What follows belongs to an exercise in optimizing a design on an open flow for small area, a short achievable clock period and few clock cycles per item; a production flow would make more cautious choices. At most, simulation tests tie the RTL to the original design; equivalence was not proved. Power and IR drop assume default switching activity.

// gcode_block_parser_top
module gcode_block_parser_top #(
	parameter int AXIS_WORD_CHARS = 15,
	parameter int INT_WORD_DIGITS = 4
) (
	input  logic        clk,
	input  logic        arst_n,
	input  logic        cfg_we,
	input  logic [7:0]  cfg_wdata,
	input  logic        char_valid,
	input  logic [7:0]  char_in,
	output logic        char_ready,
	output logic        block_valid,
	input  logic        block_ready,
	output logic [13:0] block_number,
	output logic [1:0]  code_letter,
	output logic [6:0]  code_number,
	output logic [13:0] feed_value,
	output logic [13:0] repeat_count,
	output logic [31:0] x_milli,
	output logic [31:0] y_milli,
	output logic [31:0] z_milli,
	output logic [31:0] a_milli
);
	localparam int MAX_LIM = (AXIS_WORD_CHARS > INT_WORD_DIGITS) ? AXIS_WORD_CHARS
		: INT_WORD_DIGITS;
	localparam int CNT_W = $clog2(MAX_LIM + 1);
	localparam logic [CNT_W-1:0] LIM_AXIS = CNT_W'(AXIS_WORD_CHARS);
	localparam logic [CNT_W-1:0] LIM_INT = CNT_W'(INT_WORD_DIGITS);
	localparam logic [CNT_W-1:0] LIM_CODE = CNT_W'(2);
	localparam bit INT_SAT = (INT_WORD_DIGITS > 4);
	localparam int AW = 36;
	logic [7:0]       term_q;
	logic             cv_q;       
	gbp_pkg::cls_t    cls_q;      
	logic             ct_q;       
	logic [14:0]      wt_q;       
	logic             bv_q;       
	logic             first_q;    
	logic             cr_q;       
	logic             tk_q;       
	gbp_pkg::kind_t            kind_q;
	logic             pw_q;       
	logic [CNT_W-1:0] cnt_q;
	logic             neg_q, pt_q, st_q, en_q, ovf_q;
	logic [1:0]       fd_q;
	logic             mul10_q;    
	logic [1:0]       wsel_q;     
	logic [AW-1:0]    acc_q;
	logic [13:0]      f_n, f_feed, f_rep;
	logic [1:0]       f_cl;
	logic [6:0]       f_cn;
	logic [31:0]      f_x, f_y, f_z, f_a;
	assign char_ready   = cr_q;
	assign block_valid  = bv_q;
	assign block_number = f_n;
	assign code_letter  = f_cl;
	assign code_number  = f_cn;
	assign feed_value   = f_feed;
	assign repeat_count = f_rep;
	assign x_milli      = f_x;
	assign y_milli      = f_y;
	assign z_milli      = f_z;
	assign a_milli      = f_a;
  ...
clock: 8.0 ns
lec_check: 0
abc_area: 1
cap_margin: 20
core_margin: 2
core_utilization: 40
setup_slack_margin: 4.7
slew_margin: 20
standard.sh (not shown) runs the stock make flow with config.mk's settings and CLKGATE_MAP_FILE= SYNTH_SCRIPT=/design/flow/synth_recipe.tcl, a recipe that flattens the netlist after the stock synthesis.
==> flow/flow/run.sh <==
#!/bin/bash
set -euo pipefail
bash standard.sh "BUFFER_PORTS_ARGS=-buffer_cell sky130_fd_sc_hd__buf_1" finish > flow_make.log 2>&1
==> next run, changes <==
--- a/flow/design.v
+++ b/flow/design.v
@@ -98,12 +98,13 @@
 	gbp_pkg::kind_t            kind_q;
 	logic             pw_q;       
 	logic [CNT_W-1:0] cnt_q;
 	logic             neg_q, pt_q, st_q, en_q, ovf_q;
 	logic [1:0]       fd_q;
 	logic             mul10_q;    
+	logic             frac_q;     
 	logic [1:0]       wsel_q;     
 	logic [AW-1:0]    acc_q;
 	logic [13:0]      f_n, f_feed, f_rep;
 	logic [1:0]       f_cl;
 	logic [6:0]       f_cn;
 	logic [31:0]      f_x, f_y, f_z, f_a;
@@ -280,13 +281,13 @@
 			default: bw = 14'd0;
 		endcase
 	end
 	logic [AW-1:0] op1, op2, op3, csa_s, csa_c, acc_sum;
 	logic          acc_oor;
 	assign op1 = mul10 ? {acc_q[AW-4:0], 3'b000} : '0;
-	assign op2 = mul10 ? {acc_q[AW-2:0], 1'b0} : acc_q;
+	assign op2 = !frac_q ? {acc_q[AW-2:0], 1'b0} : acc_q;
 	assign op3 = {{(AW-15){wt_q[14]}}, wt_q};
 	assign csa_s = op1 ^ op2 ^ op3;
 	assign csa_c = (op1 & op2) | (op1 & op3) | (op2 & op3);
 	assign acc_sum = add_sk(csa_s, {csa_c[AW-2:0], wt_q[14]}, !absorb);
 	assign acc_oor  = (acc_q[AW-1:31] != '0) && (acc_q[AW-1:31] != '1);
 	logic        sat;
@@ -337,24 +338,26 @@
 			neg_q <= n_neg;
 			pt_q <= n_pt;
 			st_q <= n_st;
 			en_q <= n_en;
 			fd_q <= n_fd;
 			mul10_q <= !(k_axis && n_pt);
+			frac_q <= k_axis && n_pt;
 			wsel_q <= wsel_d;
 			if (add) begin
 				ovf_q <= ovf_q || acc_oor;
 			end
 		end else if (open_new) begin
 			cnt_q <= '0;
 			neg_q <= 1'b0;
 			pt_q <= 1'b0;
 			st_q <= 1'b0;
 			en_q <= 1'b0;
 			fd_q <= 2'd0;
 			mul10_q <= 1'b1;
+			frac_q <= 1'b0;
 			wsel_q <= wsel_d;
 			ovf_q <= 1'b0;
 		end
 		if ((absorb && add) || open_new) acc_q <= acc_sum;
 	end
 	logic w_n, w_c, w_f, w_l, w_x, w_y, w_z, w_a;
Synthesized area grows by about 0.9%.
Clock skew grows by 0.011 ns.
Worst setup slack gains 0.17 ns.
Sequential share of layout area rises by 0.25 points.
First-iteration DRC count is higher by about 0.33%.
Fmax rises by about 5.5%.
Testbench counts after the change, summed over its fixed seeds: cycles 82,158, chars 82,147.
No functional check of the RTL was part of the first run of this note.

* * *

run 3:
gcode_block_parser_top, a different RTL version from the one above (not shown whole).
Size in the first run: roughly 1,800 cells after synthesis, about 260 flip-flops, ~14,000 um2 of cells after synthesis.
clock: 8.0 ns
lec_check: 0
abc_area: 1
cap_margin: 20
core_margin: 2
core_utilization: 40
setup_slack_margin: 4.5
slew_margin: 20
run.sh (not shown) runs the stock make flow with config.mk's settings and CLKGATE_MAP_FILE= SYNTH_SCRIPT=/design/flow/synth_recipe.tcl, a recipe that flattens the netlist after the stock synthesis.
Stock flow here: none of the scripts above is used.
Run 3: done, clean on timing, DRC and antenna
Changes in run 2 relative to run 3:
diff --git a/flow/design.v b/flow/design.v
--- a/flow/design.v
+++ b/flow/design.v
@@ -72,12 +72,14 @@
 	localparam bit INT_SAT = (INT_WORD_DIGITS > 4);
 	localparam int AW = 36;
 	logic [7:0]       term_q;
 	logic             cv_q;       
 	logic [7:0]       c_q;        
 	logic             ct_q;       
+	logic             dg_q;       
+	logic [3:0]       dv_q;       
 	logic             bv_q;       
 	logic             first_q;    
 	logic             cr_q;       
 	logic             tk_q;       
 	gbp_pkg::kind_t            kind_q;
 	logic             pw_q;       
@@ -106,18 +108,20 @@
 	logic cv_d, ct_d;
 	assign take  = char_valid && cr_q;
 	assign stall = cv_q && bv_q && (!first_q || ct_q);
 	assign proc  = cv_q && !stall;
 	assign cv_d  = stall ? cv_q : take;
 	assign ct_d  = stall ? ct_q : (char_in == term_q);
+	logic dig_in;
+	assign dig_in = (char_in[7:4] == 4'h3) && (char_in[3:0] <= 4'd9);
 	logic [7:0] c;
 	logic       digit, is_sp, is_minus, is_point;
 	logic       k_int, k_nl, k_fl, k_axis, early;
 	logic [CNT_W-1:0] limit, cnt_inc;
 	assign c        = c_q;
-	assign digit    = (c[7:4] == 4'h3) && (c[3:0] <= 4'd9);
+	assign digit    = dg_q;
 	assign is_sp    = (c == gbp_pkg::CH_SPACE);
 	assign is_minus = (c == gbp_pkg::CH_MINUS);
 	assign is_point = (c == gbp_pkg::CH_POINT);
 	assign k_nl     = (kind_q == gbp_pkg::K_N) || (kind_q == gbp_pkg::K_G) || (kind_q == gbp_pkg::K_M);
 	assign k_fl     = (kind_q == gbp_pkg::K_F) || (kind_q == gbp_pkg::K_L);
 	assign k_int    = k_nl || k_fl;
@@ -192,13 +196,13 @@
 	logic [1:0]  wsel;
 	logic [13:0] bw;
 	logic        mul10;
 	assign wsel = wsel_q;
 	always_comb begin
 		bw = 14'd0;
-		case ({wsel, c[3:0]})
+		case ({wsel, dv_q})
 			{2'd0, 4'd1}: bw = 14'd1000;
 			{2'd0, 4'd2}: bw = 14'd2000;
 			{2'd0, 4'd3}: bw = 14'd3000;
 			{2'd0, 4'd4}: bw = 14'd4000;
 			{2'd0, 4'd5}: bw = 14'd5000;
 			{2'd0, 4'd6}: bw = 14'd6000;
@@ -220,13 +224,13 @@
 			{2'd2, 4'd4}: bw = 14'd40;
 			{2'd2, 4'd5}: bw = 14'd50;
 			{2'd2, 4'd6}: bw = 14'd60;
 			{2'd2, 4'd7}: bw = 14'd70;
 			{2'd2, 4'd8}: bw = 14'd80;
 			{2'd2, 4'd9}: bw = 14'd90;
-			default: bw = 14'(c[3:0]);
+			default: bw = 14'(dv_q);
 		endcase
 	end
 	assign mul10 = mul10_q;
 	logic       o_axis;
 	logic [1:0] n_wsel;
 	assign o_axis = (gbp_pkg::kind_of(c) == gbp_pkg::K_W) || (gbp_pkg::kind_of(c) == gbp_pkg::K_U)
@@ -277,12 +281,14 @@
 			end
 		end
 	end
 	always_ff @(posedge clk) begin
 		if (!stall) begin
 			c_q <= char_in;
+			dg_q <= dig_in;
+			dv_q <= dig_in ? char_in[3:0] : 4'd0;
 		end
 		ct_q <= ct_d;
 		first_q <= first_d;
 		if (absorb) begin
 			cnt_q <= cnt_inc;
 			neg_q <= n_neg;
### Flow results
- Run 3 reports its endpoint of the worst setup timing path as kind_q[0] while run 2 reports acc_q[30].
- In the reports for run 2 and run 3, the larger final cell count belongs to run 3.
- [run 2] post-CTS setup-driven buffer insertion count fell 68% relative to run 3
- The setup slack of run 2 is larger than that of run 3.
- Compared with run 3, run 2 shows a lower combinational share of power.
- Taking run 3 as 1.0, run 2 lands at 0.54 on total power.
Testbench counts of run 2, summed over its fixed seeds: cycles 82,158, chars 82,147.
No functional check of the RTL was part of run 3.

* * *

lane 5:
RTL: one of the versions met above, not the one the previous note started from.
Size: roughly 1700 cells after synthesis, ~270 flip-flops, roughly 200 I/O pins, about 14000 um2 of cells after synthesis.
==> flow/config.mk <==
export PLATFORM = sky130hd
export DESIGN_NAME = gcode_block_parser_top
export DESIGN_NICKNAME = gcode_block_parser_top
export VERILOG_FILES = /design/flow/design.v
export SDC_FILE = /design/flow/constraint.sdc
export NUM_CORES = 4
export LEC_CHECK = 0
export ABC_AREA = 1
export CAP_MARGIN = 20
export CORE_MARGIN = 2
export CORE_UTILIZATION = 40
export CTS_BUF_LIST = sky130_fd_sc_hd__clkbuf_8
export CTS_CLUSTER_DIAMETER = 100
export CTS_CLUSTER_SIZE = 14
export SETUP_SLACK_MARGIN = 4.7
export SLEW_MARGIN = 20
==> flow/constraint.sdc <==
create_clock -name core_clock -period 8.0 [get_ports {clk}]
set_input_delay 1.6000 -clock core_clock [delete_from_list [all_inputs] [get_ports {clk}]]
set_output_delay 1.6000 -clock core_clock [all_outputs]
set_load 0.01 [all_outputs]
standard.sh (not shown) runs the stock make flow with config.mk's settings and CLKGATE_MAP_FILE= SYNTH_SCRIPT=/design/flow/synth_recipe.tcl, a recipe that flattens the netlist after the stock synthesis.
Scripts as last shown in full above: flow/flow/run.sh
Testbench counts of lane 5, summed over its fixed seeds: cycles 82,158, chars 82,147.
Changes in lane 4 relative to lane 5:
--- a/flow/design.v
+++ b/flow/design.v
@@ -96,15 +96,14 @@
 	logic             cr_q;       
 	logic             tk_q;       
 	gbp_pkg::kind_t            kind_q;
 	logic             pw_q;       
 	logic [CNT_W-1:0] cnt_q;
 	logic             neg_q, pt_q, st_q, en_q, ovf_q;
 	logic [1:0]       fd_q;
-	logic             mul10_q;    
 	logic             frac_q;     
 	logic [1:0]       wsel_q;     
 	logic [AW-1:0]    acc_q;
 	logic [13:0]      f_n, f_feed, f_rep;
 	logic [1:0]       f_cl;
 	logic [6:0]       f_cn;
 	logic [31:0]      f_x, f_y, f_z, f_a;
@@ -116,30 +115,31 @@
 	assign feed_value   = f_feed;
 	assign repeat_count = f_rep;
 	assign x_milli      = f_x;
 	assign y_milli      = f_y;
 	assign z_milli      = f_z;
 	assign a_milli      = f_a;
 	function automatic logic [AW-1:0] add_sk(input logic [AW-1:0] a, input logic [AW-1:0] b,
-		input logic kill);
+		input logic cin, input logic kill);
 		logic [AW-1:0] g, p, x;
 		int j;
 		x = a ^ b;
 		g = a & b;
+		g[0] = g[0] | (x[0] & cin);
 		p = x;
 		for (int l = 0; (1 << l) < AW; l++) begin
 			for (int i = 0; i < AW; i++) begin
 				if (((i >> l) & 1) == 1) begin
 					j = ((i >> l) << l) - 1;
 					g[i] = g[i] | (p[i] & g[j]);
 					p[i] = p[i] & p[j];
 				end
 			end
 		end
-		add_sk = (x & {AW{!kill}}) ^ ({g[AW-2:0], 1'b0} & {AW{!kill}});
+		add_sk = (x & {AW{!kill}}) ^ ({g[AW-2:0], cin} & {AW{!kill}});
 	endfunction
 	logic take, stall, proc;
 	logic cv_d, ct_d;
 	assign take  = char_valid && cr_q;
 	assign stall = cv_q && bv_q && (!first_q || ct_q);
 	assign proc  = cv_q && !stall;
 	assign cv_d  = stall ? cv_q : take;
@@ -223,19 +223,17 @@
 						add = 1'b1;
 						n_fd = fd_q + 2'd1;
 					end
 				end
 			end
 		end
 	end
-	logic       mul10;
 	logic       o_axis;
 	logic [1:0] n_wsel, wsel_d;
 	logic       neg_d;
-	assign mul10 = mul10_q;
 	assign o_axis = (kc == gbp_pkg::K_W) || (kc == gbp_pkg::K_U) || (kc == gbp_pkg::K_V)
 		|| (kc == gbp_pkg::K_A);
 	assign n_wsel = !k_axis ? 2'd3 : (!n_pt ? 2'd0 : n_fd + 2'd1);
 	assign wsel_d = absorb ? n_wsel : (open_new ? (o_axis ? 2'd0 : 2'd3) : wsel_q);
 	assign neg_d  = absorb ? n_neg : (open_new ? 1'b0 : neg_q);
 	logic [13:0] bw;
 	always_comb begin
@@ -277,22 +275,24 @@
 			{2'd3, 4'd6}: bw = 14'd6;
 			{2'd3, 4'd7}: bw = 14'd7;
 			{2'd3, 4'd8}: bw = 14'd8;
 			{2'd3, 4'd9}: bw = 14'd9;
 			default: bw = 14'd0;
 		endcase
 	end
-	logic [AW-1:0] op1, op2, op3, csa_s, csa_c, acc_sum;
+	logic [AW-1:0] op1, op2, op3, csa_s, csa_c, sum10, sum1, acc_sum;
 	logic          acc_oor;
-	assign op1 = mul10 ? {acc_q[AW-4:0], 3'b000} : '0;
-	assign op2 = !frac_q ? {acc_q[AW-2:0], 1'b0} : acc_q;
+	assign op1 = {acc_q[AW-4:0], 3'b000};
+	assign op2 = {acc_q[AW-2:0], 1'b0};
 	assign op3 = {{(AW-15){wt_q[14]}}, wt_q};
 	assign csa_s = op1 ^ op2 ^ op3;
 	assign csa_c = (op1 & op2) | (op1 & op3) | (op2 & op3);
-	assign acc_sum = add_sk(csa_s, {csa_c[AW-2:0], wt_q[14]}, !absorb);
+	assign sum10 = add_sk(csa_s, {csa_c[AW-2:0], 1'b0}, wt_q[14], !absorb);
+	assign sum1  = add_sk(acc_q, op3, wt_q[14], !absorb);
+	assign acc_sum = frac_q ? sum1 : sum10;
 	assign acc_oor  = (acc_q[AW-1:31] != '0) && (acc_q[AW-1:31] != '1);
 	logic        sat;
 	logic [31:0] axis_val;
 	logic [13:0] int_val;
 	assign sat      = ovf_q || acc_oor;
 	assign axis_val = sat ? {neg_q, {31{!neg_q}}} : acc_q[31:0];
 	assign int_val  = (INT_SAT && (sat || (acc_q[31:0] > 32'd16383))) ? 14'd16383 : acc_q[13:0];
@@ -336,28 +336,26 @@
 		if (absorb) begin
 			cnt_q <= cnt_inc;
 			neg_q <= n_neg;
 			pt_q <= n_pt;
 			st_q <= n_st;
 			en_q <= n_en;
 			fd_q <= n_fd;
-			mul10_q <= !(k_axis && n_pt);
 			frac_q <= k_axis && n_pt;
 			wsel_q <= wsel_d;
 			if (add) begin
 				ovf_q <= ovf_q || acc_oor;
 			end
 		end else if (open_new) begin
 			cnt_q <= '0;
 			neg_q <= 1'b0;
 			pt_q <= 1'b0;
 			st_q <= 1'b0;
 			en_q <= 1'b0;
 			fd_q <= 2'd0;
-			mul10_q <= 1'b1;
 			frac_q <= 1'b0;
 			wsel_q <= wsel_d;
 			ovf_q <= 1'b0;
 		end
 		if ((absorb && add) || open_new) acc_q <= acc_sum;
 	end
 	logic w_n, w_c, w_f, w_l, w_x, w_y, w_z, w_a;
Notes after the runs:
- Summary of lane 4 over lane 5: number of iterations in the first detailed-routing pass went down 2, synthesis-to-layout area growth went down 3.4 points, number of flip-flops and latches went down 1, number of cells produced by synthesis went up 173.
- Of lane 5 and lane 4, the lower xor and xnor area share after synthesis belongs to lane 5.
- For the net switching power, lane 4 came in 3.6% lower than lane 5 did.
- The lower internal power of the cells came out of lane 4.
- Taking lane 5 as the reference, in lane 4 wire length climbed about 12%, fraction of the cycle the final worst path needs has decreased.
No functional check of the RTL was part of lane 4.

-- static timing again, ports no longer ideal --
How much do the figures lean on ideal ports? The routed layouts below were timed once more, with nothing changed but the port constraints.
Step 1 (the two cells are an assumption about what drives the block):
set clk [get_ports {clk}]
set_driving_cell -lib_cell sky130_fd_sc_hd__clkbuf_16 $clk
set_driving_cell -lib_cell sky130_fd_sc_hd__buf_2 [delete_from_list [all_inputs] $clk]
Step 2 moves the port delays by t, midway between the first and last clock arrival at a register: inputs arrive t later, outputs are due t later. That takes back most of the time a late clock gives input paths.
a / b / c = ideal / step 1 / step 2; a / b = the first two.
| run | t, ns | slack for setup (ns) | worst setup path after step 2 | worst data-port slew with drivers (ns) |
|---|---|---|---|---|
| the first run of note 1 | 0.614 | 4.691 / 4.691 / 4.404 | input to register | 0.03 |
| the second run of note 1 | 0.628 | 4.864 / 4.864 / 4.453 | input to register | 0.03 |
| run 3 | 0.601 | 4.225 / 4.225 / 4.225 | register to register | 0.04 |
| run 2 | 0.610 | 4.237 / 4.237 / 4.237 | register to register | 0.05 |
| lane 5 | 0.628 | 4.777 / 4.777 / 4.470 | input to register | 0.03 |
| lane 4 | 0.625 | 4.842 / 4.842 / 4.267 | input to register | 0.04 |
After both steps every run listed still meets setup and hold. For lane 4, which loses most, drivers alone change the setup slack by 0.000 ns; drivers and shift together by -0.575 ns.
